Source: an optimization exercise on an open RTL-to-GDS flow (aim: small area and a short achievable clock period). Production flows keep margins and buffers that such runs may drop.
RTL that was checked went through simulation tests only; none was proved equivalent to the original.
Only the layout flow was run in runs 2 and 5 to 7; the RTL was not checked for function there.
Power is estimated from default activity; no workload was simulated.

==> flow/design.v <==
module normal_reorder_buffer #(
  parameter int WIDTH    = 16,
  parameter int Q_BITS   = 8,
  parameter int TAG_BITS = 5
) (
  input  logic                  clk,
  input  logic                  reset,
  input  logic                  alloc_req,
  output logic                  alloc_gnt,
  output logic [TAG_BITS-1:0]   alloc_tag,
  input  logic                  wr_valid,
  input  logic [TAG_BITS-1:0]   wr_tag,
  input  logic [3*WIDTH-1:0]    wr_data,    
  output logic                  out_valid,
  input  logic                  out_ready,
  output logic [3*WIDTH-1:0]    out_data,   
  output logic [TAG_BITS-1:0]   out_tag,
  output logic [TAG_BITS:0]     count,
  output logic                  full,
  output logic                  err
);
  localparam int DEPTH = 1 << TAG_BITS;
  localparam int CW    = TAG_BITS + 1;
  logic [TAG_BITS-1:0] head_q, tail_q;
  logic [CW-1:0]       cnt_q;
  logic [DEPTH-1:0]    alloc_q, done_q;
  logic                err_q;
  logic [3*WIDTH-1:0]  mem [DEPTH];
  logic gnt, retire, wr_ok, wr_bad, full_w, valid_w;
  assign full_w    = (cnt_q == CW'(DEPTH));
  assign gnt       = alloc_req & ~full_w & ~reset;
  assign valid_w   = alloc_q[head_q] & done_q[head_q];
  assign retire    = valid_w & out_ready;
  assign wr_ok     = wr_valid & alloc_q[wr_tag] & ~done_q[wr_tag];
  assign wr_bad    = wr_valid & ~wr_ok;
  assign alloc_gnt = gnt;
  assign alloc_tag = tail_q;
  assign out_valid = valid_w;
  assign out_data  = valid_w ? mem[head_q] : '0;
  assign out_tag   = valid_w ? head_q : '0;
  assign count     = cnt_q;
  assign full      = full_w;
  assign err       = err_q;
  always_ff @(posedge clk or posedge reset) begin
    if (reset) begin
      head_q <= '0;
      tail_q <= '0;
      cnt_q  <= '0;
      err_q  <= 1'b0;
    end else begin
      if (gnt)    tail_q <= tail_q + 1'b1;
      if (retire) head_q <= head_q + 1'b1;
      cnt_q <= cnt_q + CW'(gnt) - CW'(retire);
      err_q <= wr_bad;
    end
  end
  always_ff @(posedge clk or posedge reset) begin
    if (reset) begin
      alloc_q <= '0;
      done_q  <= '0;
    end else begin
      for (int i = 0; i < DEPTH; i++) begin
        if (gnt && tail_q == TAG_BITS'(i)) begin
          alloc_q[i] <= 1'b1;
          done_q[i]  <= 1'b0;
        end else if (retire && head_q == TAG_BITS'(i)) begin
          alloc_q[i] <= 1'b0;
          done_q[i]  <= 1'b0;
        end else if (wr_ok && wr_tag == TAG_BITS'(i)) begin
          done_q[i]  <= 1'b1;
        end
      end
    end
  end
  always_ff @(posedge clk) begin
    if (wr_ok) mem[wr_tag] <= wr_data;
  end
endmodule
==> flow/run.sh <==
#!/bin/bash
# synth_recipe.tcl (not shown) runs the flow's synth.tcl, then flattens the netlist and writes it again
# the make line also repeats each setting of config.mk as NAME=value (left out here)
make -C /OpenROAD-flow-scripts/flow DESIGN_CONFIG=/design/flow/config.mk WORK_HOME=/design/flow/orfs CLKGATE_MAP_FILE= SYNTH_SCRIPT=/design/flow/synth_recipe.tcl finish
==> flow/config.mk <==
export PLATFORM = sky130hd
export DESIGN_NAME = normal_reorder_buffer
export DESIGN_NICKNAME = normal_reorder_buffer
export VERILOG_FILES = /design/flow/design.v
export SDC_FILE = /design/flow/constraint.sdc
export NUM_CORES = 4
export LEC_CHECK = 0
export CAP_MARGIN = 20
export CORE_MARGIN = 2
export CORE_UTILIZATION = 45
export SLEW_MARGIN = 20
==> flow/constraint.sdc <==
create_clock -name core_clock -period 4.5 [get_ports {clk}]
set_input_delay 0.9000 -clock core_clock [delete_from_list [all_inputs] [get_ports {clk}]]
set_output_delay 0.9000 -clock core_clock [all_outputs]
set_load 0.01 [all_outputs]
==> run notes, run 1 <==
status finished clean; Clock transition at path regs ~0.060 ns; Tcrit/Tclk final 98.49%; Layout area overhead 17.45%; Total Nets Final 3,240; CTS root buf clkbuf_16; total grt overflow 0; Die ar. about 140,000 um^2; routed vias 31,380; Worst EP required approximately 3.6 ns; CP Max Fanout 19; RSZ-0062 raised after global routing yes; Hold WS around 0.54 ns; CTS Buf Count between 150 and 200; most frequent cells in the layout edfxtp_1, mux4_2, clkbuf_16; Yosys Warn Count 1; Ports 126; post-synthesis compound-gate area fraction 2.085%; slowest stage delay, CP a little over 0.5 ns; CTS Hold Buffers Added 0; largest net degree at the start of global routing 94; Worst path slowest cell dfrtp_4; Hold Fails Final Rpt 0; WL per Instance between 30 and 40 um; CTS sink count roughly 1,600; post-synth top area share slightly above 70%; commonest non-fill, non-tap cell in the layout edfxtp_1; class of the worst hold path flop to flop; Synth cell types 73; main combinational cell family by area after synthesis multiplexers; antenna violations before repair 9; Pre-antenna DRT Iters 6; fraction of registers with async set/reset approximately 5.0%; Starting Density a little under half; CTS tree built; final setup TNS 0 ns; Pwr Density 587.5 nW/um^2; Die Ht roughly 380 um; DIE WIDTH 379.6 um; Yosys top cell by area edfxtp_1; number of synthesized flops with an enable pin 1,536; Syn Nets 2,927; Synth Cell Area approximately 63,000 um^2; min cycle time layout around 4.4 ns; Starting DRT DRC Count around 3,400; worst path buffer plus inverter count 4; core footprint between 100,000 and 150,000 um^2; Max Cap Viol 0; mux contribution to synthesized area 17.85%; Adder-Cell Fraction of Synth Area less than 1%; htree depth 4; Via density 6.066; gr usage total a little under a quarter; synthesis-stage register bit count roughly 1,600; share of cells above drive strength 1 30.50%; Max VDD drop ~0.39 mV; dpl hpwl around 86 mm; Synth area leaders edfxtp_1, mux4_2, dfrtp_1; class of the most critical setup path flop to primary output; CP arrival around 3.5 ns; nature of the critical path startpoint flop; Fmax achieved about 230 MHz; Mean Syn Cell Area about 22 um^2; clock skew around 0.03 ns; ANT nets after route 0; Synth Area in XOR/XNOR less than 1%; crit-path cells buf_8 -> o311ai_0 -> a21oi_1 -> o311a_4 -> buf_4 -> buf_12 -> o22ai_1 -> dlygate4sd2_1; IO buf count between 100 and 150; critical path's top delay family compound AO/OA/AOI/OAI gates; DRC 0; Slew headroom between 20% and 30%; DRT Wirelength 162.5 mm; Placed Area 68,440 um^2; Seq/Total Area, Yosys about three quarters; Max Root-Sink Buffers 3; design area around 75,000 um^2; Post-Synthesis Cells between 2,000 and 3,000; Lkg Pwr 24.43 nW; vias in the first global route 31,930; simple-gate share of the synthesized area under 10%; first-pass GRT wire length 233.4 mm; non-filler cells, final 5,172; top_reg_cell synth edfxtp_1; Worst-Skew Late Latency around 0.80 ns; fin. max-slew vios 0; Final GP Congestion approximately 0.96; Setup Viol. Count Final 0; Cells after DPL a little under 5,000; Worst Setup End Kind primary output; total power roughly 0.044 W; Cell Rows about 140; actual slew at the worst max-slew pin 1.116 ns
state kept, by name, indices dropped and copies added (netlist names):
| signal | count |
|---|---|
| tail_q | 5 |
| mem | 1536 |
| alloc_q | 32 |
| done_q | 32 |
| cnt_q | 6 |
| err_q | 1 |
| head_q | 5 |
cells in the mapped netlist, types with 11 or more instances:
| master | instances |
|---|---|
| buf_2 | 87 |
| ha_1 | 20 |
| inv_1 | 126 |
| dfrtp_1 | 81 |
| mux2i_1 | 12 |
| nor3_1 | 12 |
| mux4_2 | 489 |
| nand2_1 | 85 |
| nor2_1 | 60 |
| o21ai_0 | 34 |
| clkbuf_1 | 36 |
| o211ai_1 | 11 |
| edfxtp_1 | 1536 |
| a21oi_1 | 29 |
| nand3_1 | 26 |
| o22ai_1 | 37 |
through the flow:
step / util, % / worst slack [ns]
2_1_floorplan: - / -1.396
3_3_place_gp: 48.99 / -0.02839
3_5_place_dp: 48.99 / 0.01633
4_1_cts: 53.33 / -0.1660
5_1_grt: 53.36 / -0.03360
6_report: 53.37 / 0.06793
power breakdown:
| part | switching (W) | leakage, nW | internal (W) |
|---|---|---|---|
| Clock | 0.00572 | 2.60 | 0.00766 |
| Sequential | 0.000344 | 14.8 | 0.0168 |
| Combinational | 0.00662 | 7.04 | 0.00666 |
path summary, 6_finish.rpt:
check                             from           end  slack (ns)  cells after the start
min                        alloc_q[18]   alloc_q[18]        0.54                      2
min reg2reg                alloc_q[18]   alloc_q[18]        0.54                      2
max                          head_q[1]  out_data[28]        0.07                      8
max reg2reg                  head_q[0]      cnt_q[4]        0.52                     16
max in group asynchronous        reset     head_q[3]        2.85                      3
min in group asynchronous        reset     tail_q[1]        0.68                      2
final cells by class:
cell class	instances	area, um^2
fill	10550	65150
sequential	1617	48160
multi-input combinational	955	14450
clock buffer	192	4209
timing repair buffer	295	3769
tap	1876	2347
clock inverter	108	1101
inverter	128	506.7
antenna	1	2.502
metal layers:
layer / GRT usage [%] / wire length, um / up-vias
met5: 0 / 59 / -
met4: 5.799 / 3507 / 8
met3: 4.224 / 12670 / 248
met2: 36.01 / 79130 / 1409
met1: 32.43 / 67170 / 17070
li1: - / - / 12640
cell families (layout without fill, tap and decap cells):
| family | after synthesis | count (layout) |
|---|---|---|
| flip-flops | 1617 | 1617 |
| multiplexers | 509 | 509 |
| AND/OR/NAND/NOR | 225 | 225 |
| other | 0 | 1 |
| XOR/XNOR | 10 | 10 |
| AO/OA/AOI/OAI | 190 | 190 |
| buffers and inverters | 276 | 723 |
| adder cells (fa/ha/maj) | 21 | 21 |
worst min-delay path, stage by stage (launching register included):
cell,delay [ns]
dfrtp_1,0.36
o21ai_0,0.08
o21ai_0,0.06
timing repair:
action                                  CTS  global route
cloned                                   10             2
resized for setup                       114            21
pin swaps                                 2             2
endpoints found under the setup margin   54            19
setup buffers                            15             4
==> run 2: changes to the inputs <==
==> flow/design.v (replaced) <==
module normal_reorder_buffer #(
  parameter int WIDTH    = 16,
  parameter int Q_BITS   = 8,
  parameter int TAG_BITS = 5
) (
  input  logic                  clk,
  input  logic                  reset,
  input  logic                  alloc_req,
  output logic                  alloc_gnt,
  output logic [TAG_BITS-1:0]   alloc_tag,
  input  logic                  wr_valid,
  input  logic [TAG_BITS-1:0]   wr_tag,
  input  logic [3*WIDTH-1:0]    wr_data,    
  output logic                  out_valid,
  input  logic                  out_ready,
  output logic [3*WIDTH-1:0]    out_data,   
  output logic [TAG_BITS-1:0]   out_tag,
  output logic [TAG_BITS:0]     count,
  output logic                  full,
  output logic                  err
);
  localparam int DEPTH = 1 << TAG_BITS;
  localparam int CW    = TAG_BITS + 1;
  localparam int DW    = 3 * WIDTH;
  logic [TAG_BITS-1:0] head_q, tail_q;
  logic [CW-1:0]       cnt_q;
  logic [DEPTH-1:0]    done_q;
  logic                err_q;
  logic [DW-1:0]       mem [DEPTH];
  logic [TAG_BITS-1:0] wr_off;
  logic                wr_alloc, wr_ok, gnt, retire, valid_w;
  logic [DEPTH-1:0]    head_dec, wr_dec, sel;
  assign wr_off   = wr_tag - head_q;
  assign wr_alloc = {1'b0, wr_off} < cnt_q;
  assign wr_ok    = wr_valid & wr_alloc & ~done_q[wr_tag];
  assign gnt      = alloc_req & ~cnt_q[CW-1] & ~reset;
  always_comb begin
    for (int i = 0; i < DEPTH; i++) begin
      head_dec[i] = (head_q == TAG_BITS'(i));
      wr_dec[i]   = (wr_tag == TAG_BITS'(i));
    end
  end
  assign sel     = head_dec & done_q;
  assign valid_w = |sel;
  assign retire  = valid_w & out_ready;
  always_comb begin
    out_data = '0;
    for (int i = 0; i < DEPTH; i++)
      out_data = out_data | ({DW{sel[i]}} & mem[i]);
  end
  assign alloc_gnt = gnt;
  assign alloc_tag = tail_q;
  assign out_valid = valid_w;
  assign out_tag   = valid_w ? head_q : '0;
  assign count     = cnt_q;
  assign full      = cnt_q[CW-1];
  assign err       = err_q;
  always_ff @(posedge clk or posedge reset) begin
    if (reset) begin
      head_q <= '0;
      tail_q <= '0;
      cnt_q  <= '0;
      err_q  <= 1'b0;
    end else begin
      if (gnt)    tail_q <= tail_q + 1'b1;
      if (retire) head_q <= head_q + 1'b1;
      cnt_q <= cnt_q + CW'(gnt) - CW'(retire);
      err_q <= wr_valid & ~wr_ok;
    end
  end
  always_ff @(posedge clk or posedge reset) begin
    if (reset) begin
      done_q <= '0;
    end else begin
      for (int i = 0; i < DEPTH; i++) begin
        if (done_q[i]) begin
          if (retire && head_dec[i]) done_q[i] <= 1'b0;
        end else begin
          if (wr_ok && wr_dec[i]) done_q[i] <= 1'b1;
        end
      end
    end
  end
  always_ff @(posedge clk) begin
    for (int i = 0; i < DEPTH; i++)
      if (wr_valid && wr_dec[i] && !done_q[i]) mem[i] <= wr_data;
  end
endmodule
==> run 2 against run 1 <==
The layout now fails its checks (setup timing). Cell area decreased by 6.6%. Largest cell class unchanged. Clock skew fell by 0.0078 ns. Maximum frequency down 3.0%.
==> run notes, run 2 <==
Post-Place Setup Slack ~0.14 ns; routed vias between 30,000 and 40,000; Worst path slowest cell or4_4; number of synthesized flops with an enable pin about 1,500; class of the most critical setup path flop to primary output; Tcrit/Tclk final 101.5%; share of cells above drive strength 1 between 20% and 30%; Failed Checks setup timing; DIE WIDTH ~360 um; Slew headroom about a quarter; nature of the critical path startpoint flop; Cell Rows 131; number of flip-flops in the largest register between 1,500 and 2,000; Worst R2R Path Depth 24; min cycle time layout ~4.6 ns; Worst Hold Depth 1; Total Nets Final ~3,600; met1 Use GR between 40% and 50%; class of the worst hold path flop to flop; fraction of registers with async set/reset 3.091%; grt met2 use about half; clock skew around 0.022 ns; Clock transition at path regs ~0.060 ns; CTS Buf Count ~160; Max Root-Sink Buffers 3; Synth Cell Area around 58,000 um^2; biggest regs mem (1536), done_q (32), cnt_q (6); most used standard cell by instance count after synthesis edfxtp_1; Mean Syn Cell Area about 19 um^2; slowest stage delay, CP roughly 0.58 ns; critical path's top delay family simple AND/OR/NAND/NOR gates; Worst EP required ~3.6 ns; Starting DRT DRC Count around 6,100; Pwr Density slightly above 500 nW/um^2; CTS sink count around 1,600; Die ar. 131,000 um^2; largest net degree at the start of global routing 50; Cells after DPL a little under 5,000; htree depth 4; commonest non-fill, non-tap cell in the layout edfxtp_1; crit-path cells buf_4 -> inv_2 -> ha_4 -> and2_4 -> and3_4 -> buf_12 -> a222oi_1 -> nand3_1 -> or4_4 -> dlygate4sd2_1; CP arrival ~3.7 ns; CTS root buf clkbuf_16; Layout area overhead 20.78%; actual slew at the worst max-slew pin 1.127 ns; Reg-to-Reg Start head_q[0]; Via density about 7; RSZ-0062 raised after global routing yes; most frequent cells in the layout edfxtp_1, a22oi_1, buf_4; worst setup margin -0.06915 ns; dpl hpwl between 100 and 150 mm; fin. max-slew vios 0; Die Ht approximately 360 um; FF-to-FF setup slack ~0.040 ns; Worst Setup End Kind primary output; Yosys Warn Count 2; Pre-antenna DRT Iters 7; Max VDD drop ~0.37 mV; total grt overflow 0; Setup Viol. Count Final 2; synthesis-stage register bit count ~1,600; Worst setup startpoint head_q[0]; vias in the first global route 34,800; Fmax achieved approximately 220 MHz; Reg2Reg Capture Point cnt_q[5]; GRT busiest layer met2; CP Max Fanout 27; status failed layout checks; Synth cell types 53; gr usage total between 30% and 40%; Seq/Total Area, Yosys 82.16%; met3 Usage GRT slightly below 7%; IO buf count around 130; Lkg Pwr between 20 and 25 nW; ANT nets after route 0; CTS tree built; first-pass GRT wire length 283.3 mm; WL per Instance 39.41 um; core footprint about 130,000 um^2; DRC 0; most frequent cells after synthesis edfxtp_1, a22oi_1, clkbuf_1; non-filler cells, final about 5,300; top_reg_cell synth edfxtp_1; DRT Wirelength about 210 mm; CTS Hold Buffers Added 0; Max Cap Viol 0; worst path buffer plus inverter count 4; Most flops, register mem; Ports 126; Starting Density about 45%; Final GP Congestion roughly 0.88; Syn Nets between 3,000 and 4,000; Post-Synthesis Cells roughly 3,100; antenna violations before repair 7; Critical Path End out_data[35]; Worst-Skew Late Latency 0.78 ns; Yosys top cell by area edfxtp_1; Synth area leaders edfxtp_1, a22oi_1, dfrtp_1; Hold Fails Final Rpt 0; post-synth top area share between 80% and 90%; Worst path depth 10
[run 2: changes by cell type after synthesis, sizes merged, moves of 32 or more]
cell / previous run / this run
nor2: 60 / 15
a22oi: 2 / 630
buf: 108 / 57
o22ai: 37 / 0
mux4: 496 / 9
nand2: 85 / 45
dfrtp: 81 / 49
nand4: 1 / 147
a222oi: 0 / 90
clkbuf: 40 / 155
or4: 0 / 43
inv: 127 / 21
[run 2: cell type report]
class                           instances  area, um^2
Clock inverter                         83       729.5
Inverter                               21       78.83
Clock buffer                          201        4167
Tap cell                             1662        2079
Fill cell                            9606       57740
Antenna cell                            4       10.01
Sequential cell                      1585       47360
Multi-Input combinational cell       1287       10330
Timing Repair Buffer                  446        4861
[run 2: through the flow]
stage	setup TNS (ns)	instance area (um^2)	total power, W	util (%)	hold WS [ns]
floorplan	-244.75	57840	0.01948	-	0.5076
global placement	0	62830	0.02231	49.34	0.4642
detailed placement	0	62830	0.02238	49.34	0.4797
CTS	-0.1784	69380	0.03544	54.48	0.4888
global route	-1.111	69610	0.03649	54.66	0.4940
finish	-0.1274	69610	0.03558	54.66	0.4833
[run 2: cells by family after synthesis]
| logic type | count (synthesis) | synth area share (%) |
|---|---|---|
| fa+ha+maj | 23 | 0.5254 |
| flops | 1585 | 82.16 |
| buf+inv | 233 | 1.719 |
| xor+xnor | 15 | 0.2280 |
| compound gates | 808 | 10.67 |
| simple gates | 415 | 4.242 |
| mux | 15 | 0.4624 |
[run 2: worst min path at each step]
stage                          from   endpoint  slack [ns]
after floorplan           tail_q[4]  tail_q[4]        0.51
after global placement    tail_q[4]  tail_q[4]        0.46
after detailed placement  tail_q[4]  tail_q[4]        0.48
after CTS                 tail_q[4]  tail_q[4]        0.49
after global routing      tail_q[4]  tail_q[4]        0.49
final                     tail_q[4]  tail_q[4]        0.48
[run 2: timing repair]
| item | in CTS | in global routing |
|---|---|---|
| setup endpoints to repair | 54 | 46 |
| cloned | 16 | 1 |
| pin swaps | 104 | 81 |
| setup buffers | 111 | 30 |
| resized for setup | 265 | 71 |
[run 2: where the power goes]
| group | internal (W) | total [W] | switching, W |
|---|---|---|---|
| logic | 0.00247 | 0.00581 | 0.00334 |
| clock network | 0.00709 | 0.0126 | 0.00551 |
| registers | 0.0166 | 0.0172 | 0.000598 |
| total | 0.0261 | 0.0356 | 0.00945 |
[run 2: per-layer routing]
layer	routed length, um	vias up
met5	31	-
met4	10770	6
met3	28190	629
met2	95450	3117
met1	73990	18800
li1	-	13990
[run 2: worst register-to-register path, stage by stage (launching register included)]
cell	delay, ns
dfrtp_2	0.45
ha_4	0.18
and3_4	0.19
ha_4	0.21
and2_4	0.20
a311o_1	0.34
nor3_2	0.12
nand4_1	0.19
buf_4	0.20
buf_4	0.12
buf_4	0.12
buf_4	0.12
buf_4	0.12
buf_4	0.12
buf_4	0.14
o21ai_4	0.17
inv_1	0.06
ha_1	0.27
inv_1	0.04
ha_1	0.18
a21o_1	0.18
a21oi_1	0.22
o21bai_1	0.10
a21oi_1	0.21
xnor2_1	0.14
==> run 3: changes to the inputs <==
--- a/flow/design.v
+++ b/flow/design.v
@@ -23,49 +23,78 @@
   localparam int CW    = TAG_BITS + 1;
   localparam int DW    = 3 * WIDTH;
   logic [TAG_BITS-1:0] head_q, tail_q;
+  logic [DEPTH-1:0]    hp1_q;           
   logic [CW-1:0]       cnt_q;
   logic [DEPTH-1:0]    done_q;
   logic                err_q;
   logic [DW-1:0]       mem [DEPTH];
-  logic [TAG_BITS-1:0] wr_off;
-  logic                wr_alloc, wr_ok, gnt, retire, valid_w;
-  logic [DEPTH-1:0]    head_dec, wr_dec, sel;
+  logic                ov_q;
+  logic [DW-1:0]       od_q;
+  logic [TAG_BITS-1:0] ot_q;
+  logic [TAG_BITS-1:0] wr_off, head_p1;
+  logic                wr_alloc, wr_ok, gnt, retire;
+  logic [DEPTH-1:0]    head_oh, wr_dec, sel1;
+  logic                nxt_done, pw0, pw1, valid_n;
+  logic [DW-1:0]       rd1, data_n;
   assign wr_off   = wr_tag - head_q;
   assign wr_alloc = {1'b0, wr_off} < cnt_q;
   assign wr_ok    = wr_valid & wr_alloc & ~done_q[wr_tag];
   assign gnt      = alloc_req & ~cnt_q[CW-1] & ~reset;
+  assign retire   = ov_q & out_ready;
+  assign head_p1  = head_q + 1'b1;
   always_comb begin
     for (int i = 0; i < DEPTH; i++) begin
-      head_dec[i] = (head_q == TAG_BITS'(i));
-      wr_dec[i]   = (wr_tag == TAG_BITS'(i));
+      head_oh[i] = hp1_q[(i + 1) % DEPTH];
+      wr_dec[i]  = (wr_tag == TAG_BITS'(i));
     end
   end
-  assign sel     = head_dec & done_q;
-  assign valid_w = |sel;
-  assign retire  = valid_w & out_ready;
+  assign sel1     = hp1_q & done_q;
+  assign nxt_done = |sel1;
   always_comb begin
-    out_data = '0;
+    rd1 = '0;
     for (int i = 0; i < DEPTH; i++)
-      out_data = out_data | ({DW{sel[i]}} & mem[i]);
+      rd1 = rd1 | ({DW{sel1[i]}} & mem[i]);
+  end
+  assign pw0 = wr_valid & (wr_tag == head_q) & (cnt_q != '0) & ~ov_q;
+  assign pw1 = wr_valid & (wr_tag == head_p1) & (cnt_q > CW'(1)) & ~nxt_done;
+  always_comb begin
+    if (retire) begin
+      valid_n = nxt_done | pw1;
+      data_n  = rd1 | (pw1 ? wr_data : '0);
+    end else begin
+      valid_n = ov_q | pw0;
+      data_n  = ov_q ? od_q : (pw0 ? wr_data : '0);
+    end
   end
   assign alloc_gnt = gnt;
   assign alloc_tag = tail_q;
-  assign out_valid = valid_w;
-  assign out_tag   = valid_w ? head_q : '0;
+  assign out_valid = ov_q;
+  assign out_data  = od_q;
+  assign out_tag   = ot_q;
   assign count     = cnt_q;
   assign full      = cnt_q[CW-1];
   assign err       = err_q;
   always_ff @(posedge clk or posedge reset) begin
     if (reset) begin
       head_q <= '0;
+      hp1_q  <= DEPTH'(2);
       tail_q <= '0;
       cnt_q  <= '0;
       err_q  <= 1'b0;
+      ov_q   <= 1'b0;
+      od_q   <= '0;
+      ot_q   <= '0;
     end else begin
-      if (gnt)    tail_q <= tail_q + 1'b1;
-      if (retire) head_q <= head_q + 1'b1;
+      if (gnt) tail_q <= tail_q + 1'b1;
+      if (retire) begin
+        head_q <= head_p1;
+        hp1_q  <= {hp1_q[DEPTH-2:0], hp1_q[DEPTH-1]};
+      end
       cnt_q <= cnt_q + CW'(gnt) - CW'(retire);
       err_q <= wr_valid & ~wr_ok;
+      ov_q  <= valid_n;
+      od_q  <= data_n;
+      ot_q  <= valid_n ? (retire ? head_p1 : head_q) : '0;
     end
   end
   always_ff @(posedge clk or posedge reset) begin
@@ -74,7 +103,7 @@
     end else begin
       for (int i = 0; i < DEPTH; i++) begin
         if (done_q[i]) begin
-          if (retire && head_dec[i]) done_q[i] <= 1'b0;
+          if (retire && head_oh[i]) done_q[i] <= 1'b0;
         end else begin
           if (wr_ok && wr_dec[i]) done_q[i] <= 1'b1;
         end
==> run 3 against run 2 <==
Now clean on timing, DRC and antenna. First-iteration DRC count shrank 5.1%. Clock skew rose by 0.012 ns. Die area grew 6.1%. Count of clock-buffer cells in the layout rose by 15. Synthesized area rose by 6.2%. Synthesized cell count up 9.6%. Setup slack improved by 1.3 ns. Hold slack lost 0.014 ns. Sequential share of layout area rose by 2.0 points. Sequential power is 3% higher.
==> run notes, run 3 <==
status finished clean; Worst Hold Depth 1; Tcrit/Tclk final around 73%; design area ~71,000 um^2; Placed Area roughly 66,000 um^2; Yosys top cell by area edfxtp_1; total grt overflow 0; Synth cell types 57; Final GP Congestion slightly above 0.8; Die ar. 139,000 um^2; Synth area leaders edfxtp_1, dfrtp_1, a22o_1; IO buf count around 130; Die Ht between 300 and 400 um; Yosys Warn Count 2; Clock transition at path regs approximately 0.06 ns; routed vias 37,210; Via density between 6 and 7; CP Max Fanout 7; top_reg_cell synth edfxtp_1; Syn Nets around 3,500; synthesis-stage register bit count around 1,700; share of cells above drive strength 1 12.85%; Total Nets Final between 3,000 and 4,000; post-synth top area share between 70% and 80%; Most flops, register mem; ANT nets after route 0; min cycle time layout between 3 and 4 ns; fraction of registers with async set/reset under 10%; main combinational cell family by area after synthesis compound AO/OA/AOI/OAI gates; PostCTS Resize Cnt 0; Slew headroom 23.77%; nature of the critical path startpoint input port; Hold Fails Final Rpt 0; Layout area overhead 15.43%; Max Cap Viol 0; commonest non-fill, non-tap cell in the layout edfxtp_1; mux contribution to synthesized area less than 1%; Synth Area in XOR/XNOR less than 1%; most used standard cell by instance count after synthesis edfxtp_1; Worst Setup End Kind primary output; htree depth 4; actual slew at the worst max-slew pin approximately 1.1 ns; number of flip-flops in the largest register about 1,500; class of the worst hold path flop to flop; CTS Buf Count approximately 170; simple-gate share of the synthesized area approximately 4.2%; Lkg Pwr roughly 23 nW; Starting Density a little under half; Cell Rows between 100 and 150; DRT Wirelength slightly above 200 mm; core footprint 135,300 um^2; largest net degree at the start of global routing between 50 and 60; DRC 0; Setup Fix Bufs, Post-CTS 0; Adder-Cell Fraction of Synth Area 0.4333%; Max Root-Sink Buffers 3; CP arrival roughly 2.4 ns; Pre-antenna DRT Iters 6; number of synthesized flops with an enable pin ~1,500; Ports about 130; Mean Syn Cell Area 18.05 um^2; Pwr Density about 460 nW/um^2; dpl hpwl approximately 110 mm; CTS root buf clkbuf_16; CTS sink count between 1,500 and 2,000; first-pass GRT wire length roughly 290 mm; Seq/Total Area, Yosys between 80 and 90%; Post-Synthesis Cells 3,391; most frequent cells in the layout edfxtp_1, a22o_1, a221oi_1; class of the most critical setup path input port to primary output; fin. max-slew vios 0; final setup TNS 0 ns; CTS tree built; Setup Viol. Count Final 0; clock skew around 0.033 ns; Worst-Skew Late Latency approximately 0.81 ns; Starting DRT DRC Count a little under 6,000; RSZ-0062 raised after global routing no; biggest regs mem (1536), od_q (48); antenna violations before repair 11; Worst R2R Path Depth 8; Max VDD drop 0.3902 mV; WL per Instance roughly 38 um; gr usage total roughly 30%; Worst EP required ~3.6 ns; DIE WIDTH roughly 370 um; CTS Hold Buffers Added 0; Fmax achieved around 300 MHz; vias in the first global route 35,510; post-synthesis compound-gate area fraction about an eighth; most frequent cells after synthesis edfxtp_1, a22o_1, a221oi_1; Synth Cell Area 61,210 um^2
[run 3: changes by cell type after synthesis, sizes merged, moves of 42 or more]
| cell | previous run | this run |
|---|---|---|
| o2bb2ai | 1 | 47 |
| a221oi | 1 | 248 |
| a222oi | 90 | 23 |
| nor3 | 33 | 75 |
| a22o | 1 | 279 |
| or4 | 43 | 0 |
| o21ai | 6 | 98 |
| dfrtp | 49 | 134 |
| a22oi | 630 | 201 |
| nand2 | 45 | 185 |
| a21oi | 61 | 6 |
[run 3: kinds of logic (layout without fill, tap and decap cells)]
family / after synthesis / count (layout)
adder cells (fa/ha/maj): 20 / 20
flip-flops: 1671 / 1671
XOR/XNOR: 20 / 20
other: 0 / 1
AND/OR/NAND/NOR: 497 / 497
buffers and inverters: 250 / 586
AO/OA/AOI/OAI: 922 / 922
multiplexers: 11 / 11
[run 3: final timing paths]
check                                 end  slack [ns]       from
worst max-delay path            alloc_gnt        1.22      reset
worst min-delay path            tail_q[4]        0.47  tail_q[4]
worst max register to register   od_q[45]        1.40  done_q[9]
worst min register to register  tail_q[4]        0.47  tail_q[4]
max in group asynchronous            ov_q        2.29      reset
min in group asynchronous        cnt_q[0]        0.75      reset
[run 3: final cells by class]
type,instances,area [um^2]
diodes,1,2.502
clock buffers,216,4464
clock inverters,87,610.6
fillers,10680,64640
inverters,20,81.33
multi-input cells,1470,11090
flip-flops and latches,1671,49510
well taps,1781,2228
repair buffers,263,2671
[run 3: worst max-delay path, stage by stage]
cell and delay, ns:
clkdlybuf4s50_1 0.44, clkinvlp_4 0.09, and3_1 0.34, clkdlybuf4s50_1 0.61
[run 3: stage by stage]
step	util (%)	power, W	hold WS [ns]	setup slack, ns	instances
4_1_cts	52.31	0.03263	0.4805	1.203	5508
6_report	52.22	0.03256	0.4690	1.219	5509
2_1_floorplan	-	0.01872	0.4439	-1.012	3391
3_5_place_dp	48.56	0.01971	0.4727	0.6376	5205
5_1_grt	52.22	0.03339	0.4995	1.140	5509
3_3_place_gp	48.57	0.01970	0.4565	0.6138	5205
[run 3: layer usage]
| layer | part of all wire, % | up-vias | GRT usage (%) | wire length, um |
|---|---|---|---|---|
| met5 | 0.018 | - | 0 | 38 |
| met4 | 3.3 | 6 | 9.449 | 6839 |
| met3 | 11 | 451 | 6.346 | 23820 |
| met2 | 47 | 2582 | 47.31 | 98390 |
| met1 | 38 | 19530 | 40.66 | 78830 |
| li1 | - | 14640 | - | - |
[run 3: power by group]
group          switching, W  internal (W)  leakage [nW]
combinational       0.00100      0.000670          4.75
clock               0.00584       0.00733          2.49
sequential         0.000410        0.0173          15.6
total               0.00726        0.0253          22.8
==> run 4: changes to the inputs <==
--- a/flow/config.mk
+++ b/flow/config.mk
@@ -5,7 +5,9 @@
 export SDC_FILE = /design/flow/constraint.sdc
 export NUM_CORES = 4
 export LEC_CHECK = 0
+export ABC_CLOCK_PERIOD_IN_PS = 2000
 export CAP_MARGIN = 20
 export CORE_MARGIN = 2
 export CORE_UTILIZATION = 45
+export SETUP_SLACK_MARGIN = 2.2
 export SLEW_MARGIN = 20
==> run 4 against run 3 <==
Highest routed layer unchanged. Synthesized cell count stayed put. Still clean on timing, DRC and antenna. Critical path depth grew 11. Total power increased by 3.4%.
==> run notes, run 4 <==
status finished clean; Final GP Congestion slightly above 0.8; min cycle time layout 2.730 ns; CTS Buf Count 166; Max Root-Sink Buffers 3; CTS Hold Buffers Added 0; Cells after DPL 5,193; class of the worst hold path flop to flop; CTS sink count about 1,700; RSZ-0062 raised after global routing yes; class of the most critical setup path input port to flop; Comb power frac under 10%; commonest non-fill, non-tap cell in the layout edfxtp_1; final setup TNS 0 ns; antenna violations before repair 11; fraction of registers with async set/reset a little over 8%; nature of the critical path startpoint input port; Reg2Reg Capture Point done_q[9]; number of synthesized flops with an enable pin 1,536; Setup Viol. Count Final 0; CP arrival 3.48 ns; Starting Density 45.24%; most frequent cells in the layout edfxtp_1, a22o_1, a221oi_1; Ports around 130; Critical Path End done_q[9]; core footprint 135,300 um^2; Die ar. approximately 140,000 um^2; IO buf count between 100 and 150; DR WL met2 approximately 100 mm; fin. max-slew vios 0; Most flops, register mem; Clock transition at path regs approximately 0.060 ns; top_reg_cell synth edfxtp_1; Tcrit/Tclk final between 60% and 70%; Worst R2R Path Depth 13; Finished Core Util 54.90%; actual slew at the worst max-slew pin about 1.1 ns; Worst EP required approximately 5.3 ns; most frequent cells after synthesis edfxtp_1, a22o_1, a221oi_1; Total Nets Final between 3,000 and 4,000; Cell Rows between 100 and 150; Lkg Pwr between 20 and 25 nW; share of cells above drive strength 1 23.66%; Starting DRT DRC Count slightly below 7,000; number of flip-flops in the largest register approximately 1,500; DRC 0; Reg-to-Reg Start head_q[0]; Max VDD drop 0.2654 mV; largest net degree at the start of global routing about 110; clock network power share between 30% and 40%; Post-Synthesis Cells 3,391; DIE WIDTH between 300 and 400 um; Hold Fails Final Rpt 0; dpl hpwl slightly above 100 mm; htree depth 4; FF-to-FF setup slack roughly 1.8 ns; Slew headroom about a quarter; vias in the first global route 36,140; Int Pwr 0.02588 W; post-synth top area share 75.35%; top sig layer met5; non-filler cells, final roughly 5,700; total grt overflow 0; CTS root buf clkbuf_16; Via density 6.885; switching pwr slightly below 0.008 W; Layout area overhead 21.35%; Yosys Warn Count 2; synthesis-stage register bit count ~1,700; Synth cell types between 50 and 60; WL per Instance between 40 and 50 um; most used standard cell by instance count after synthesis edfxtp_1; CP Max Fanout 8; Worst-Skew Late Latency between 0.8 and 0.9 ns; Flop pwr share approximately 53%; DRT Wirelength 230.5 mm; Worst setup startpoint wr_tag[0]; Synth area leaders edfxtp_1, dfrtp_1, a22o_1; first-pass GRT wire length roughly 310 mm; Fmax achieved 366.3 MHz; Sw Share a little under a quarter; ANT nets after route 0; Mean Syn Cell Area roughly 18 um^2; CTS tree built; Worst Setup End Kind flop; Max Cap Viol 0; DR WL met3 30.51 mm; Synth Cell Area between 60,000 and 70,000 um^2; Syn Nets between 3,000 and 4,000; Yosys top cell by area edfxtp_1; Pre-antenna DRT Iters 5; routed vias a little under 40,000; Pwr Density 453.2 nW/um^2; M1 wire length approximately 84 mm; biggest regs mem (1536), od_q (48); gr usage total between 30% and 40%; Seq/Total Area, Yosys 80.87%; clock skew 0.04882 ns; Die Ht around 370 um
## run 4: cell count changes in the layout (fill, tap and decap cells not counted), moves of 34 or more
cell | before | now
clkdlybuf4s50_1 | 98 | 10
buf_6 | 1 | 59
buf_4 | 97 | 153
dfrtp_2 | 1 | 36
dfrtp_1 | 133 | 97
buf_12 | 41 | 75
buf_2 | 26 | 90
## run 4: cells by family after synthesis
group                      count (synthesis)  share of synthesized area (%)
xor gates and xnor gates                  20                         0.2862
AOI/OAI and AO/OA                        922                          12.17
and+or+nand+nor                          497                          4.174
buffers and inverters                    250                          1.701
muxes                                     11                         0.3659
DFF                                     1671                          80.87
adders and majority gates                 20                         0.4334
## run 4: worst min-delay path by stage
| stage | start | end | slack, ns | cells after the start |
|---|---|---|---|---|
| after global routing | hp1_q[1] | hp1_q[1] | 0.49 | 2 |
| final | hp1_q[1] | hp1_q[1] | 0.47 | 2 |
| after CTS | hp1_q[1] | hp1_q[1] | 0.49 | 2 |
| after floorplan | hp1_q[1] | hp1_q[1] | 0.44 | 2 |
| after global placement | hp1_q[1] | hp1_q[1] | 0.46 | 2 |
| after detailed placement | hp1_q[1] | hp1_q[1] | 0.48 | 2 |
## run 4: worst max-delay path, stage by stage
cell and delay, ns:
clkdlybuf4s15_2 0.23, inv_6 0.09, ha_2 0.17, inv_2 0.04, fa_1 0.44, ha_1 0.27, a21boi_1 0.13, o21a_1 0.17
o21a_1 0.16, o21a_1 0.19, o21ai_4 0.17, buf_6 0.12, buf_12 0.12, buf_16 0.13, a22o_1 0.13
## run 4: layout make-up
type | instances | area [um^2]
Clock buffer | 238 | 4587
Multi-Input combinational cell | 1480 | 12160
Inverter | 20 | 86.33
Fill cell | 10360 | 61020
Tap cell | 1781 | 2228
Sequential cell | 1671 | 49550
Clock inverter | 71 | 625.6
Timing Repair Buffer | 438 | 5037
Antenna cell | 3 | 7.507
## run 4: per-stage QoR
step / area [um^2] / hold slack (ns) / setup slack, ns / total power [W]
floorplan: 61750 / 0.4439 / -0.2120 / 0.01884
global placement: 65870 / 0.4600 / 0.5867 / 0.01972
detailed placement: 65870 / 0.4764 / 0.5441 / 0.01974
CTS: 73070 / 0.4860 / 1.811 / 0.03339
global route: 74280 / 0.4944 / 1.725 / 0.03447
finish: 74280 / 0.4745 / 1.770 / 0.03366
## run 4: power by group through the flow
stage	sequential (W)	combinational [W]	clock, W
after global placement	0.0180	0.00167	0
after floorplan	0.0179	0.000923	0
after global routing	0.0177	0.00267	0.0141
after CTS	0.0177	0.00220	0.0135
after detailed placement	0.0180	0.00169	0
final	0.0177	0.00254	0.0134
## run 4: per-layer routing
metal / vias to the layer above / GRT usage, %
met2: 3187 / 49.15
met1: 20420 / 44.17
li1: 15060 / -
met3: 581 / 7.687
met5: - / 0
met4: 12 / 12.79
## run 4: what timing repair did
item                                     CTS  global route
buffers inserted                         111            47
gates resized for setup                  468           186
endpoints found under the setup margin  1609           656
cloned                                    25            13
pin swaps                                 41            67
==> run 5: changes to the inputs <==
--- a/flow/design.v
+++ b/flow/design.v
@@ -26,19 +26,18 @@
   logic [DEPTH-1:0]    hp1_q;           
   logic [CW-1:0]       cnt_q;
   logic [DEPTH-1:0]    done_q;
+  logic [DEPTH-1:0]    pend_q;          
   logic                err_q;
   logic [DW-1:0]       mem [DEPTH];
   logic                ov_q;
   logic [DW-1:0]       od_q;
   logic [TAG_BITS-1:0] ot_q;
-  logic [TAG_BITS-1:0] wr_off, head_p1;
-  logic                wr_alloc, wr_ok, gnt, retire;
-  logic [DEPTH-1:0]    head_oh, wr_dec, sel1;
+  logic [TAG_BITS-1:0] head_p1;
+  logic                wr_ok, gnt, retire;
+  logic [DEPTH-1:0]    head_oh, wr_dec, tail_dec, sel1;
   logic                nxt_done, pw0, pw1, valid_n;
   logic [DW-1:0]       rd1, data_n;
-  assign wr_off   = wr_tag - head_q;
-  assign wr_alloc = {1'b0, wr_off} < cnt_q;
-  assign wr_ok    = wr_valid & wr_alloc & ~done_q[wr_tag];
+  assign wr_ok    = wr_valid & pend_q[wr_tag];
   assign gnt      = alloc_req & ~cnt_q[CW-1] & ~reset;
   assign retire   = ov_q & out_ready;
   assign head_p1  = head_q + 1'b1;
@@ -46,6 +45,7 @@
     for (int i = 0; i < DEPTH; i++) begin
       head_oh[i] = hp1_q[(i + 1) % DEPTH];
       wr_dec[i]  = (wr_tag == TAG_BITS'(i));
+      tail_dec[i] = (tail_q == TAG_BITS'(i));
     end
   end
   assign sel1     = hp1_q & done_q;
@@ -55,8 +55,8 @@
     for (int i = 0; i < DEPTH; i++)
       rd1 = rd1 | ({DW{sel1[i]}} & mem[i]);
   end
-  assign pw0 = wr_valid & (wr_tag == head_q) & (cnt_q != '0) & ~ov_q;
-  assign pw1 = wr_valid & (wr_tag == head_p1) & (cnt_q > CW'(1)) & ~nxt_done;
+  assign pw0 = wr_valid & (wr_tag == head_q) & |(head_oh & pend_q);
+  assign pw1 = wr_valid & (wr_tag == head_p1) & |(hp1_q & pend_q);
   always_comb begin
     if (retire) begin
       valid_n = nxt_done | pw1;
@@ -100,12 +100,18 @@
   always_ff @(posedge clk or posedge reset) begin
     if (reset) begin
       done_q <= '0;
+      pend_q <= '0;
     end else begin
       for (int i = 0; i < DEPTH; i++) begin
-        if (done_q[i]) begin
+        if (pend_q[i]) begin
+          if (wr_valid && wr_dec[i]) begin
+            pend_q[i] <= 1'b0;
+            done_q[i] <= 1'b1;
+          end
+        end else if (done_q[i]) begin
           if (retire && head_oh[i]) done_q[i] <= 1'b0;
         end else begin
-          if (wr_ok && wr_dec[i]) done_q[i] <= 1'b1;
+          if (gnt && tail_dec[i]) pend_q[i] <= 1'b1;
         end
       end
     end
--- a/flow/config.mk
+++ b/flow/config.mk
@@ -5,9 +5,10 @@
 export SDC_FILE = /design/flow/constraint.sdc
 export NUM_CORES = 4
 export LEC_CHECK = 0
-export ABC_CLOCK_PERIOD_IN_PS = 2000
 export CAP_MARGIN = 20
 export CORE_MARGIN = 2
 export CORE_UTILIZATION = 45
-export SETUP_SLACK_MARGIN = 2.2
+export CTS_BUF_LIST = sky130_fd_sc_hd__clkbuf_8
+export CTS_CLUSTER_SIZE = 30
+export SETUP_SLACK_MARGIN = 2.3
 export SLEW_MARGIN = 20
==> run 5 against run 4 <==
Sequential share of layout area is 1.4 points lower. Cell area rose by 3.9%. Global-route usage increased by 4.7 points. Critical path type is now flop to flop. Critical endpoint is now od_q[9]. Largest power group unchanged.
==> run notes, run 5 <==
IO buf count approximately 130; most frequent cells after synthesis edfxtp_1, a22oi_1, a22o_1; fin. max-slew vios 0; number of synthesized flops with an enable pin 1,536; Most flops, register mem; Worst Hold Depth 1; Reg-to-Reg Start pend_q[4]; Syn Nets 3,594; Pre-antenna DRT Iters 8; actual slew at the worst max-slew pin 1.111 ns; Synth cell types 51; Lkg Pwr about 27 nW; Max VDD drop 0.2822 mV; Mean Syn Cell Area roughly 18 um^2; critical path's top delay family compound AO/OA/AOI/OAI gates; fillcell total 10,590; Worst Setup End Kind flop; Via density 6.968; clock skew about 0.07 ns; Synth area leaders edfxtp_1, dfrtp_1, a22oi_1; biggest regs mem (1536), od_q (48); min cycle time layout 2.661 ns; Worst-Skew Late Latency between 1 and 1.5 ns; nature of the critical path startpoint flop; post-synth top area share ~74%; CTS Hold Buffers Added 0; antenna violations before repair 23; first-pass GRT wire length around 350 mm; Worst R2R Path Depth 8; Pwr Density just over 400 nW/um^2; Adder-Cell Fraction of Synth Area 0.2923%; Yosys top cell by area edfxtp_1; Starting DRT DRC Count around 7,900; Hold EP mem[31][34]; htree depth 5; total grt overflow 0; slowest stage delay, CP approximately 0.50 ns; Final GP Congestion roughly 0.9; Yosys Warn Count 2; synthesis-stage register bit count 1,703; gr usage total about 37%; simple-gate share of the synthesized area around 4.4%; crit-path cells a22oi_1 -> nand4_1 -> nor4_4 -> a211oi_4 -> a21o_4 -> buf_6 -> buf_12 -> a221o_1; mux contribution to synthesized area less than 1%; dpl hpwl between 100 and 150 mm; Fmax achieved 375.8 MHz; largest net degree at the start of global routing 108; Post-Synthesis Cells roughly 3,500; CP Max Fanout 6; ANT nets after route 0; Synth Area in XOR/XNOR less than 1%; Synth Cell Area 62,500 um^2; most frequent cells in the layout edfxtp_1, a22oi_1, clkbuf_8; routed vias about 43,000; FF-to-FF setup slack approximately 1.8 ns; CP arrival roughly 3.5 ns; Layout area overhead 23.53%; Max Cap Viol 0; CTS tree built; Placed Area between 60,000 and 70,000 um^2; vias in the first global route 40,730; Seq/Total Area, Yosys approximately 80%; Max Root-Sink Buffers 4; RSZ-0062 raised after global routing yes; most used standard cell by instance count after synthesis edfxtp_1; Worst Hold Launch wr_data[34]; Hold Fails Final Rpt 0; Cell Rows roughly 140; Starting Density 45.40%; DIE WIDTH 376.7 um; DRC 0; WL per Instance between 40 and 50 um; number of flip-flops in the largest register 1,536; Reg2Reg Capture Point od_q[9]; Worst path slowest cell dfrtp_2; Worst EP required roughly 5.3 ns; worst path buffer plus inverter count 2; fraction of registers with async set/reset about a tenth; Slew headroom ~26%; core footprint approximately 140,000 um^2; CTS root buf clkbuf_8; Die Ht about 380 um; Setup Viol. Count Final 0; Ports roughly 130; CTS Buf Count roughly 290; main combinational cell family by area after synthesis compound AO/OA/AOI/OAI gates; Die ar. 141,900 um^2; CTS sink count between 1,500 and 2,000; Tcrit/Tclk final between 50% and 60%; post-synthesis compound-gate area fraction 12.59%; status finished clean; Finished Core Util around 56%; DRT Wirelength approximately 260 mm; Clock transition at path regs roughly 0.060 ns; class of the worst hold path input port to flop; top_reg_cell synth edfxtp_1; commonest non-fill, non-tap cell in the layout edfxtp_1; class of the most critical setup path flop to flop; share of cells above drive strength 1 27.89%; design area slightly below 80,000 um^2; Total Nets Final about 4,300
[run 5: cell types whose count changed after synthesis, sizes merged, moves of 60 or more]
cell,delta
a221oi,-76
a21oi,+71
o21ai,-96
nand3,+70
nor2,+76
nor3,-60
a22o,-105
a22oi,+237
[run 5: per-stage QoR]
step / TNS [ns] / std cells / worst slack [ns] / total power [W] / hold slack (ns)
after floorplan: -8.188 / 3522 / -0.9071 / 0.01880 / 0.4660
final: 0 / 6228 / 1.839 / 0.03206 / 0.4130
after global placement: 0 / 5403 / 0.7124 / 0.01963 / 0.4982
after CTS: 0 / 6181 / 1.783 / 0.03196 / 0.3779
after detailed placement: 0 / 5403 / 0.6856 / 0.01965 / 0.4978
after global routing: 0 / 6224 / 1.785 / 0.03283 / 0.4085
[run 5: how the worst max path moves through the flow]
stage                   start     endpoint  slack (ns)  cells past startpoint
global placement    wr_tag[2]   mem[11][1]        0.71                      7
detailed placement  wr_tag[2]  mem[11][27]        0.69                      7
finish              pend_q[4]      od_q[9]        1.84                      8
CTS                  cnt_q[5]    alloc_gnt        1.78                      3
floorplan               reset     cnt_q[4]       -0.91                     11
global route         cnt_q[5]    alloc_gnt        1.79                      3
[run 5: routing by layer]
metal  vias up  wire [um]  track usage (%)
met3       929      41270            13.67
met4        30      18820            21.12
met1     22190      89250            47.06
li1      16240          -                -
met2      4003     113600            53.59
met5         -        218                0
[run 5: cell families (layout without fill, tap and decap cells)]
kind of cell,Yosys count,in the layout
buffers and inverters,228,1097
flip-flops,1703,1703
AO/OA/AOI/OAI,987,988
XOR/XNOR,20,20
other,0,6
multiplexers,11,11
adder cells (fa/ha/maj),14,14
AND/OR/NAND/NOR,559,595
[run 5: power breakdown]
| part | switching [W] | internal, W |
|---|---|---|
| sequential | 0.000399 | 0.0176 |
| clock | 0.00613 | 0.00637 |
| combinational | 0.000947 | 0.000611 |
| total | 0.00748 | 0.0246 |
[run 5: area by class of cell]
class,instances,area [um^2],area share [%]
diodes,6,15.01,0.01945
inverters,26,108.9,0.1410
multi-input cells,1628,12820,16.61
clock inverters,159,679.4,0.8800
repair inverters,1,6.256,0.008103
well taps,1794,2245,2.907
clock buffers,309,4253,5.509
repair buffers,602,6629,8.586
flip-flops and latches,1703,50450,65.34
[run 5: timing repair]
| action | CTS | global route |
|---|---|---|
| pin swaps | 105 | 68 |
| buffers inserted | 257 | 38 |
| endpoints found under the setup margin | 1472 | 231 |
| resized for setup | 564 | 108 |
| gates cloned | 53 | 3 |
==> run 6: changes to the inputs <==
--- a/flow/config.mk
+++ b/flow/config.mk
@@ -8,7 +8,5 @@
 export CAP_MARGIN = 20
 export CORE_MARGIN = 2
 export CORE_UTILIZATION = 45
-export CTS_BUF_LIST = sky130_fd_sc_hd__clkbuf_8
-export CTS_CLUSTER_SIZE = 30
 export SETUP_SLACK_MARGIN = 2.3
 export SLEW_MARGIN = 20
==> run 6 against run 5 <==
Largest power group unchanged. Still clean. Count of clock-buffer cells in the layout fell by 74. Critical path depth is 1 higher. Cell area is 1.3% higher. Largest cell class unchanged. Synthesized area is the same. Synthesized cell count stayed put. Highest routed layer unchanged. Total power grew 4.7%. Maximum frequency up 1.8%. Clock power grew 12%.
==> run notes, run 6 <==
Comb power frac 4.7%; clock network power share 41.7%; Hold Fails Final Rpt 0; final setup TNS 0 ns; Synth cell types 51; Max Root-Sink Buffers 3; Most flops, register mem; switching pwr 0.007447 W; class of the most critical setup path flop to flop; post-synth top area share approximately three quarters; class of the worst hold path input port to flop; Pre-antenna DRT Iters 7; Ports approximately 130; met3 Usage GRT between 10% and 20%; htree depth 4; core footprint 137,700 um^2; number of flip-flops in the largest register between 1,500 and 2,000; fraction of registers with async set/reset under 10%; DIE WIDTH 376.7 um; top_reg_cell synth edfxtp_1; Post-Synthesis Cells 3,522; grt met2 use between 50 and 60%; largest net degree at the start of global routing 108; biggest regs mem (1536), od_q (48); first-pass GRT wire length ~350 mm; crit-path cells buf_12 -> a22oi_2 -> nand4_1 -> nor4_4 -> a211oi_4 -> a21o_4 -> buf_12 -> clkbuf_16 -> a221o_1; actual slew at the worst max-slew pin 1.146 ns; Via density ~7; worst path buffer plus inverter count 3; Worst Setup End Kind flop; CTS root buf clkbuf_16; Worst-Skew Late Latency around 0.82 ns; slowest stage delay, CP a little over 0.5 ns; Yosys Warn Count 2; min cycle time layout 2.615 ns; Layout area overhead 25.09%; antenna violations before repair 15; Sw Share roughly 22%; CTS Hold Buffers Added 0; Yosys top cell by area edfxtp_1; Total Nets Final between 4,000 and 5,000; Cell Rows between 100 and 150; clock skew 0.02745 ns; Multi-input gate area about 13,000 um^2; Syn Nets roughly 3,600; Starting Density approximately 45%; IO buf count 125; Setup Viol. Count Final 0; fillcell total 10,340; CP Max Fanout 5; Max VDD drop slightly above 0.4 mV; share of cells above drive strength 1 approximately 28%; number of synthesized flops with an enable pin about 1,500; Synth Cell Area ~62,000 um^2; design area a little under 80,000 um^2; GRT busiest layer met2; Fmax achieved 382.4 MHz; synthesis-stage register bit count about 1,700; met1 Use GR a little under half; most frequent cells after synthesis edfxtp_1, a22oi_1, a22o_1; Finished Core Util a little under three fifths; most frequent cells in the layout edfxtp_1, a22oi_1, buf_4; Max Cap Viol 0; CP arrival ~3.3 ns; CTS Buf Count between 150 and 200; critical path's top delay family compound AO/OA/AOI/OAI gates; Mean Syn Cell Area between 15 and 20 um^2; routed vias roughly 43,000; Cells after DPL 5,403; Tcrit/Tclk final approximately three fifths; Placed Area roughly 67,000 um^2; total grt overflow 0; gr usage total around 36%; Die ar. roughly 140,000 um^2; fin. max-slew vios 0; ANT nets after route 0; Die Ht about 380 um; CTS tree built; Clock transition at path regs 0.06 ns; Synth area leaders edfxtp_1, dfrtp_1, a22oi_1; status finished clean; WL per Instance between 40 and 50 um; Sequential Area 50,440 um^2; vias in the first global route 39,690; nature of the critical path startpoint flop; Hold WS approximately 0.49 ns; DRT Wirelength 261.1 mm; Int Pwr about 0.026 W; most used standard cell by instance count after synthesis edfxtp_1; Flop pwr share approximately 54%; CTS sink count 1,703; Final GP Congestion approximately 0.93; Seq/Total Area, Yosys between 80% and 90%; Lkg Pwr about 27 nW; RSZ-0062 raised after global routing yes; DRC 0; Slew headroom a little under a quarter; Pwr Density between 400 and 500 nW/um^2; non-filler cells, final around 6,100; Worst path slowest cell dfrtp_4; commonest non-fill, non-tap cell in the layout edfxtp_1; dpl hpwl approximately 120 mm; Worst EP required around 5.2 ns; Starting DRT DRC Count 7,734; Top cell by count, worst path buf_12
==> run 6: final timing paths <==
kind                       slack [ns]  cells past startpoint  startpoint    endpoint
max                              1.88                      9   hp1_q[30]     od_q[0]
min                              0.49                      2    wr_valid       err_q
max reg2reg                      1.88                      9   hp1_q[30]     od_q[0]
min reg2reg                      0.51                      1    od_q[14]    od_q[14]
max in group asynchronous        3.25                      4       reset    od_q[15]
min in group asynchronous        0.50                      4       reset  pend_q[19]
==> run 6: layout make-up <==
cell class | count | share of cell area, %
antenna | 9 | 0.02881
clock buffer | 235 | 6.083
clock inverter | 75 | 0.8098
inverter | 26 | 0.1392
multi-input combinational | 1628 | 16.54
sequential | 1703 | 64.52
tap | 1794 | 2.871
timing repair buffer | 645 | 9.004
==> run 6: kinds of logic (layout without fill, tap and decap cells) <==
| group | Yosys count | in the layout | synth area share [%] |
|---|---|---|---|
| AO/OA/AOI/OAI | 987 | 987 | 12.59 |
| XOR/XNOR | 20 | 20 | 0.2803 |
| adder cells (fa/ha/maj) | 14 | 14 | 0.2923 |
| AND/OR/NAND/NOR | 559 | 596 | 4.447 |
| multiplexers | 11 | 11 | 0.3764 |
| other | 0 | 9 | 0 |
| buffers and inverters | 228 | 981 | 1.522 |
| flip-flops | 1703 | 1703 | 80.49 |
==> run 6: power by group through the flow <==
stage          logic, W  registers [W]  clock network, W
2_1_floorplan  0.000648         0.0181                 0
3_3_place_gp    0.00132         0.0183                 0
3_5_place_dp    0.00134         0.0183                 0
4_1_cts         0.00151         0.0180            0.0140
5_1_grt         0.00168         0.0180            0.0145
6_report        0.00159         0.0180            0.0140
==> run 6: routing by layer <==
metal / wire (um) / share of wire (%)
met2: 113600 / 44
met3: 39460 / 15
met5: 84 / 0.032
met1: 89680 / 34
met4: 18260 / 7.0
==> run 6: worst register-to-register path: stages (launching register included) <==
cell,delay [ns]
dfrtp_4,0.51
buf_12,0.14
a22oi_2,0.13
nand4_1,0.16
nor4_4,0.50
a211oi_4,0.08
a21o_4,0.28
buf_12,0.18
clkbuf_16,0.19
a221o_1,0.32
==> run 6: what timing repair did <==
action	in CTS	in global routing
setup endpoints to repair	1695	434
resized for setup	652	67
setup buffers	298	34
gates cloned	53	7
pin swaps	148	50
==> run 6: metrics by stage <==
step	setup slack, ns	total power, W
3_3_place_gp	0.7124	0.01963
6_report	1.885	0.03357
2_1_floorplan	-0.9071	0.01880
4_1_cts	1.964	0.03344
3_5_place_dp	0.6856	0.01965
5_1_grt	1.868	0.03421
==> run 7: changes to the inputs <==
--- a/flow/design.v
+++ b/flow/design.v
@@ -35,7 +35,7 @@
   logic [TAG_BITS-1:0] head_p1;
   logic                wr_ok, gnt, retire;
   logic [DEPTH-1:0]    head_oh, wr_dec, tail_dec, sel1;
-  logic                nxt_done, pw0, pw1, valid_n;
+  logic                nxt_done, pw0, pw1, pw, hold, valid_n;
   logic [DW-1:0]       rd1, data_n;
   assign wr_ok    = wr_valid & pend_q[wr_tag];
   assign gnt      = alloc_req & ~cnt_q[CW-1] & ~reset;
@@ -55,17 +55,12 @@
     for (int i = 0; i < DEPTH; i++)
       rd1 = rd1 | ({DW{sel1[i]}} & mem[i]);
   end
-  assign pw0 = wr_valid & (wr_tag == head_q) & |(head_oh & pend_q);
-  assign pw1 = wr_valid & (wr_tag == head_p1) & |(hp1_q & pend_q);
-  always_comb begin
-    if (retire) begin
-      valid_n = nxt_done | pw1;
-      data_n  = rd1 | (pw1 ? wr_data : '0);
-    end else begin
-      valid_n = ov_q | pw0;
-      data_n  = ov_q ? od_q : (pw0 ? wr_data : '0);
-    end
-  end
+  assign pw0 = wr_ok & (wr_tag == head_q);
+  assign pw1 = wr_ok & (wr_tag == head_p1);
+  assign hold    = ov_q & ~out_ready;
+  assign pw      = retire ? pw1 : pw0;
+  assign valid_n = retire ? (nxt_done | pw1) : (ov_q | pw0);
+  assign data_n  = ({DW{retire}} & rd1) | ({DW{hold}} & od_q) | ({DW{pw}} & wr_data);
   assign alloc_gnt = gnt;
   assign alloc_tag = tail_q;
   assign out_valid = ov_q;
--- a/flow/config.mk
+++ b/flow/config.mk
@@ -7,6 +7,6 @@
 export LEC_CHECK = 0
 export CAP_MARGIN = 20
 export CORE_MARGIN = 2
-export CORE_UTILIZATION = 45
+export CORE_UTILIZATION = 55
 export SETUP_SLACK_MARGIN = 2.3
 export SLEW_MARGIN = 20
==> run 7 against run 6 <==
Still clean on timing, DRC and antenna. Sequential share of layout area rose by 2.9 points. Non-clock buffer count fell by 166. Clock power hardly changed. Synthesized area fell by 0.85%. Sequential power barely moved. Hold slack got worse by 0.074 ns. Largest cell class unchanged. Largest power group unchanged.
==> run notes, run 7 <==
first-pass GRT wire length ~330 mm; WL per Instance between 40 and 50 um; Most flops, register mem; Tcrit/Tclk final between 60% and 70%; worst setup margin 1.692 ns; Post-Synthesis Cells roughly 3,500; routed vias approximately 42,000; Yosys top cell by area edfxtp_1; Placed Area between 60,000 and 70,000 um^2; class of the most critical setup path flop to flop; Synth Cell Area 61,970 um^2; RSZ-0062 raised after global routing yes; Int Pwr around 0.026 W; largest net degree at the start of global routing 146; Worst EP required 5.16 ns; Hold Fails Final Rpt 0; worst path buffer plus inverter count 1; Flop pwr share between 50% and 60%; Worst path slowest cell dfrtp_1; nature of the critical path startpoint flop; post-synth top area share between 70% and 80%; Starting Density 55.23%; min cycle time layout between 2 and 3 ns; vias in the first global route 38,780; htree depth 4; synthesis-stage register bit count about 1,700; Sequential Area slightly above 50,000 um^2; commonest non-fill, non-tap cell in the layout edfxtp_1; status finished clean; actual slew at the worst max-slew pin 1.207 ns; Seq/Total Area, Yosys approximately four fifths; clock network power share approximately two fifths; crit-path cells and2_4 -> buf_12 -> a221oi_4 -> nand4_1 -> o31a_1 -> a221o_1; fraction of registers with async set/reset roughly 9.8%; ANT nets after route 0; core footprint approximately 110,000 um^2; design area approximately 75,000 um^2; antenna violations before repair 26; Worst Setup End Kind flop; most used standard cell by instance count after synthesis edfxtp_1; Final GP Congestion slightly below 0.9; CP Max Fanout 44; Post-Place Setup Slack ~0.34 ns; Pre-antenna DRT Iters 7; biggest regs mem (1536), od_q (48); CTS sink count roughly 1,700; DIE WIDTH approximately 340 um; Worst-Skew Late Latency a little under 0.8 ns; Total Nets Final 4,008; Syn Nets about 3,500; Max Root-Sink Buffers 3; Mean Syn Cell Area roughly 18 um^2; clock skew 0.02669 ns; DRC 0; Multi-input gate area roughly 12,000 um^2; share of cells above drive strength 1 a little under a quarter; Layout area overhead 20.61%; Starting DRT DRC Count approximately 8,300; Pwr Density roughly 460 nW/um^2; fin. max-slew vios 0; CP arrival 3.46 ns; fillcell total 7,497; critical path's top delay family compound AO/OA/AOI/OAI gates; Max VDD drop between 0.4 and 0.5 mV; Die Ht about 340 um; CTS root buf clkbuf_16; switching pwr just under 0.008 W; Fmax achieved 356.2 MHz; most frequent cells after synthesis edfxtp_1, a22oi_1, nand2_1; most frequent cells in the layout edfxtp_1, a22oi_1, buf_4; gr usage total a little over two fifths; Setup Viol. Count Final 0; top_reg_cell synth edfxtp_1; Comb power frac under 10%; total grt overflow 0; Cell Rows ~120; IO buf count ~130; Synth cell types 54; Hold WS between 0.4 and 0.5 ns; Slew headroom 19.56%; number of flip-flops in the largest register ~1,500; Die ar. about 120,000 um^2; CTS Buf Count roughly 170; Synth area leaders edfxtp_1, dfrtp_1, a22oi_1; class of the worst hold path input port to asynchronous set/reset pin; Lkg Pwr ~25 nW; dpl hpwl just over 100 mm; DRT Wirelength around 250 mm; Clock transition at path regs ~0.060 ns; slowest stage delay, CP approximately 0.45 ns; Yosys Warn Count 2; Sw Share between 20% and 30%; Max Cap Viol 0; Via density between 7 and 8; Ports about 130; number of synthesized flops with an enable pin 1,536; CTS tree built
-- run 7: cell types whose count changed in the layout (fill, tap and decap cells not counted), moves of 28 or more --
cell	change
a21oi_1	-71
a221oi_2	-38
a22o_1	-32
a22oi_1	+68
buf_4	-105
nand2_1	+39
nand3_1	-28
nand4_1	+38
nor2_1	-32
o21ai_0	+33
-- run 7: final timing paths --
path / from / end / slack (ns) / cells past startpoint
worst max-delay path: done_q[3] / od_q[32] / 1.69 / 6
worst min-delay path: reset / cnt_q[1] / 0.42 / 3
worst max register to register: done_q[3] / od_q[32] / 1.69 / 6
worst min register to register: od_q[39] / od_q[39] / 0.51 / 1
max in group asynchronous: reset / done_q[8] / 2.61 / 4
min in group core_clock: od_q[39] / od_q[39] / 0.51 / 1
-- run 7: worst min-delay path: stages --
cell and delay, ns:
dlygate4sd2_1 0.26, clkinvlp_4 0.07, buf_4 0.39
-- run 7: cells by family (layout without fill, tap and decap cells) --
family,after synthesis,after routing,share of synthesized area (%)
other cells,0,13,0
buf+inv,222,810,1.403
xor+xnor,20,20,0.2827
compound gates,936,936,12.11
fa+ha+maj,14,14,0.2948
flops,1703,1703,81.18
simple gates,548,583,4.428
mux,11,11,0.3009
-- run 7: cell type report --
type | instances | share of cell area [%]
inverter | 19 | 0.1239
multi-input combinational | 1564 | 15.96
sequential | 1703 | 67.43
clock buffer | 235 | 6.293
clock inverter | 77 | 0.9576
antenna | 13 | 0.04353
timing repair buffer | 479 | 6.685
tap | 1500 | 2.511
-- run 7: metrics by stage --
step	utilization, %	cells	TNS [ns]	total power [W]
5_1_grt	66.59	5579	0	0.03494
2_1_floorplan	-	3454	-5.132	0.01899
4_1_cts	66.04	5516	0	0.03393
3_5_place_dp	58.93	4990	0	0.01991
6_report	66.61	5590	0	0.03421
3_3_place_gp	58.91	4988	0	0.01986
-- run 7: routing by layer --
metal	up-vias	track usage, %	wire length [um]
met2	4316	60.14	105600
met1	21090	57.47	84020
li1	15470	-	-
met5	-	1.021	304
met4	22	25.58	19000
met3	906	16.07	43540
-- run 7: power by group through the flow --
stage / Combinational, W / Clock, W / Sequential (W)
floorplan: 0.000779 / 0 / 0.0182
global placement: 0.00155 / 0 / 0.0183
detailed placement: 0.00158 / 0 / 0.0183
CTS: 0.00191 / 0.0140 / 0.0181
global route: 0.00227 / 0.0146 / 0.0181
finish: 0.00217 / 0.0140 / 0.0181
-- run 7: repair_timing --
| action | in CTS | in global routing |
|---|---|---|
| buffers inserted | 174 | 53 |
| setup endpoints to repair | 1674 | 947 |
| gates resized for setup | 496 | 69 |
| hold buffers | 0 | 0 |
| pin swaps | 109 | 35 |
| gates cloned | 40 | 8 |

## afterwards: timing with drivers on the ports
How much do the figures lean on ideal ports? The routed layouts below were timed once more, with nothing changed but the port constraints.
Step 1, drivers: a clkbuf_16 drives clk and a buf_2 each remaining input, both assumed.
Step 2 moves the port delays by t, midway between the first and last clock arrival at a register: inputs arrive t later, outputs are due t later. That takes back most of the time a late clock gives input paths.
Three values: ideal, step 1, step 2; two values: the first two.
run	shift t [ns]	slack for setup (ns)	slew at the worst register clock pin (ns)
run 1	0.869	0.068 / -0.014 / -0.060	0.07 / 0.07
run 2	0.835	-0.069 / -0.143 / 0.037	0.07 / 0.07
run 3	0.859	1.219 / 1.178 / 0.641	0.06 / 0.06
run 4	0.876	1.770 / 1.795 / 0.949	0.07 / 0.07
run 5	1.068	1.839 / 1.796 / 1.193	0.07 / 0.07
run 6	0.885	1.885 / 1.885 / 1.473	0.07 / 0.07
run 7	0.845	1.692 / 1.692 / 1.220	0.07 / 0.07
With both steps, setup timing fails in run 1, where it was met with ideal ports. The setup slack of run 4, which loses most, moves by +0.025 ns with the drivers and by -0.821 ns with both steps.
